From an optimization exercise on the open Yosys and OpenROAD flow, aimed at small area, a short achievable clock period and few clock cycles per item; shortcuts taken in it are not production practice. Only simulation tests tie the RTL to the original design; equivalence was not proved. Power and IR drop assume default switching activity.

## run 1
Design packet_timestamp_interpolator, start of the top module:
module packet_timestamp_interpolator
(
    input  logic         clk,
    input  logic         rst_n,
    input  logic         cfg_valid,
    output logic         cfg_ready,
    input  logic [1:0]   cfg_index,
    input  logic [63:0]  cfg_data,
    input  logic         in_valid,
    output logic         in_ready,
    input  logic [15:0]  packet_length,
    input  logic [63:0]  cycle_count,
    output logic         out_valid,
    input  logic         out_ready,
    output logic [63:0]  timestamp,
    output logic         recalibrated
);
    function automatic [4:0] bitlen17(input [16:0] v);
        integer i;
        begin
            bitlen17 = 5'd0;
            for (i = 0; i < 17; i = i + 1)
                if (v[i]) bitlen17 = 5'(i + 1);
        end
    endfunction
    function automatic [4:0] bitlen23(input [22:0] v);
        integer i;
        begin
            bitlen23 = 5'd0;
            for (i = 0; i < 23; i = i + 1)
                if (v[i]) bitlen23 = 5'(i + 1);
  ...
Settings: LEC_CHECK=0, CAP_MARGIN=35, CORE_MARGIN=2, CORE_UTILIZATION=40, SETUP_SLACK_MARGIN=3.5, SLEW_MARGIN=35, TNS_END_PERCENT=100; clock period 8.0 ns.
run.sh (not shown) runs the stock make flow with config.mk's settings and CLKGATE_MAP_FILE= SYNTH_SCRIPT=/design/flow/synth_recipe.tcl, a recipe that flattens the netlist after the stock synthesis.
Testbench counts of run 1, summed over its fixed seeds: cycles 4,279, items 2,560.
Changes in run 2 relative to run 1:
-- flow/config.mk --
<<< run 1, line 11
export SETUP_SLACK_MARGIN = 3.5
>>> run 2, line 11
export SETUP_SLACK_MARGIN = 3.3
==> results.txt <==
- Taking run 1 as the reference, in run 2 largest driver fanout on the critical path now smaller; total via count after detailed routing now smaller; headroom to the max-slew limit now larger; data required time of the worst path now larger.
- Run 1 → run 2: layout overhead on the synthesized area lower; delay contributed by the slowest stage of the critical path higher; post-route minimum period higher; clock tree skew after final layout higher.
- Cmp run 2 and run 1 / final design area excluding fillers / higher: run 1
- Internal cell power ended up 2.0% lower on run 2 than on run 1.
- The standard cell with the maximum stage delay on the critical path comes out dfrtp_2 in one run and o41ai_1 in the other, namely in run 1 and run 2 respectively.
> inputs changed (run 2 -> run 3)
-- flow/config.mk --
<<< run 2, line 10
export CORE_UTILIZATION = 40
>>> run 3, line 10
export CORE_UTILIZATION = 55
--- outcome ---
Delta (run 3 minus run 2): post-placement worst setup slack shows an increase of 0.12 ns; fraction of area in multi-input gates increased 0.69 points; detailed-placement wirelength estimate has decreased.
Compare run 2 and run 3 | clock group share of total power lower: run 3
Run 3 gives more number of non-clock buffers in the layout than run 2 did.
Looking at run 2 and run 3, the combinational share of power is a wash.
The cell with the biggest individual delay on the critical path comes out o41ai_1 in one run and dfrtp_4 in the other, namely in run 2 and run 3 respectively.
Going from run 2 to run 3, area fraction of clock buffers and clock inverters -0.31 points, ratio of total power to cell area -1.6%, sequential share of layout area +0.53 points.
Post-detailed-routing wire length, run 2 and run 3, lower one = run 3.
[inputs] run 4 vs run 3
-- flow/config.mk --
<<< run 3, line 10
export CORE_UTILIZATION = 55
export SETUP_SLACK_MARGIN = 3.3
>>> run 4, line 10
export CORE_UTILIZATION = 40
export SETUP_SLACK_MARGIN = 2.5
Findings:
When the final numbers for run 4 and run 3 were put side by side, the die width turned out to be greater in run 4.
The group drawing the most power comes out registers in one run and clock in the other, namely in run 3 and run 4 respectively.
Looking at largest net degree at the start of global routing across run 4 and run 3, the one that comes out lower is run 3.
Of run 4 and run 3, the run reporting the lower number of buffers created by CTS was run 3.
Tap cell instance count came out higher on run 4 than on run 3.
Between run 4 and run 3, it is run 4 whose worst hold slack is lower, by 0.0073 ns.
Compared with run 3, run 4 degrades die area.
The faster design of the two is run 3; run 4 tops out lower.
Comparing total met2 wirelength after detailed routing for run 4 and run 3, the bigger number came from run 4.
Cmp run 4 vs run 3: placed instance area higher in run 4
Relative to run 3, fraction of area in multi-input gates decreased by 0.72 points in run 4.
Placer congestion estimate grows by a few percent when moving from run 3 to run 4.
The following lists how run 5 was set up differently from run 4:
-- flow/config.mk --
<<< run 4, line 11
export SETUP_SLACK_MARGIN = 2.5
>>> run 5, line 11
<<< run 4, line 13
export TNS_END_PERCENT = 100
>>> run 5, line 12
For run 5, the startpoint of the most critical setup path was st[2]$_DFFE_PN0P_, unlike run 4, where it was wn[81]$_SDFFCE_PP0P_.
Fmax: run 5 lower than run 4
Run 4 → run 5: count of cell instances traversed by the critical path up 3; via count of the first global-routing pass down about 1%.
Power density relative to cell area, run 4 and run 5, lower one = run 5.
Looking at run 4 and run 5, the sequential share of layout area is a wash.
In the flow results for run 4 and run 5, the portion of the clock cycle consumed by the worst path in the final layout is larger on run 5.


== v23 ==
packet_timestamp_interpolator again, from the RTL that the note above started with.
Settings: LEC_CHECK=0, CAP_MARGIN=20, CORE_MARGIN=2, CORE_UTILIZATION=40, SETUP_SLACK_MARGIN=3.3, SLEW_MARGIN=20, TNS_END_PERCENT=100; clock period 8.0 ns.
v23 ended with every stage complete and zero timing, DRC or antenna violations.
Testbench counts of v23, summed over its fixed seeds: cycles 4,279, items 2,560.
For v10, these inputs were changed with respect to v23:
- changing CAP_MARGIN from 20 to 35
- changing SLEW_MARGIN from 20 to 35
- changing SETUP_SLACK_MARGIN from 3.3 to 3.7
==> comparison <==
In the metrics for v10 and v23, the one carrying the lower number of optimization iterations in the first detailed-route pass is v10. Summary of v10 over v23: non-clock buffer instance count of the final layout up 191, growth of design area from synthesis to finish up 5.3 points, number of nets in the layout up 200. Min end-of-flow core utilization across v10 and v23: v23. Per the comparison of v10 with v23, largest driver fanout on the critical path lost 6; areal power density over the cells moved down. As far as combinational share of power is concerned, v10 and v23 perform about the same. Total length of routed wires (v10 over v23): increase, 4.8%. Taking v23 as the reference, in v10 clock network fraction of design power has increased; post-layout minimum cycle time shows a reduction of 0.012 ns.
diff inputs: v10 => v28
- a change of SETUP_SLACK_MARGIN from 3.7 to 3.0
Results
v10 has a higher global-route usage than v28.
Final clock period utilization by the worst path in v28 is 3.2 points higher than in v10
Diff v10 -> v28: met2 usage in global routing has decreased, worst hold slack has decreased.
Per the comparison of v28 with v10, total placed instance area shows no meaningful change, total setup buffers inserted after CTS shows a reduction of 90, clock-buffer cell count shows a reduction of 6.5%.

-- re-timing with driven ports --
No port has a modelled driver above. Below, the same layouts with a new extraction and two added sets of constraints. Step 1 sets driving cells, clkbuf_16 on the clock port and buf_2 on the other inputs (assumed; they add their load-dependent delay and slew). Step 2, shift: input delay + t, output delay - t, t = (earliest + latest rising clock arrival at the registers) / 2. This alone moves slack from input paths to output paths. Three values: no drivers, after step 1, after step 2; two values: the first two.
| run | t, ns | setup slack, ns | worst slew at a driven data input, ns |
|---|---|---|---|
| run 1 | 0.883 | 3.477 / 3.477 / 2.956 | 0.06 |
| run 2 | 0.884 | 3.331 / 3.331 / 3.235 | 0.05 |
| run 3 | 0.824 | 3.279 / 3.279 / 2.897 | 0.05 |
| run 4 | 0.868 | 2.694 / 2.694 / 2.694 | 0.14 |
| run 5 | 0.866 | 1.926 / 1.926 / 1.926 | 0.13 |
| v23 | 0.867 | 3.364 / 3.364 / 3.048 | 0.05 |
| v10 | 0.883 | 3.376 / 3.376 / 3.243 | 0.16 |
| v28 | 0.877 | 3.123 / 3.123 / 3.123 | 0.12 |
After both steps setup and hold are still met in every run listed. For run 1, which loses most, drivers alone change the setup slack by 0.000 ns; drivers and shift together by -0.521 ns.
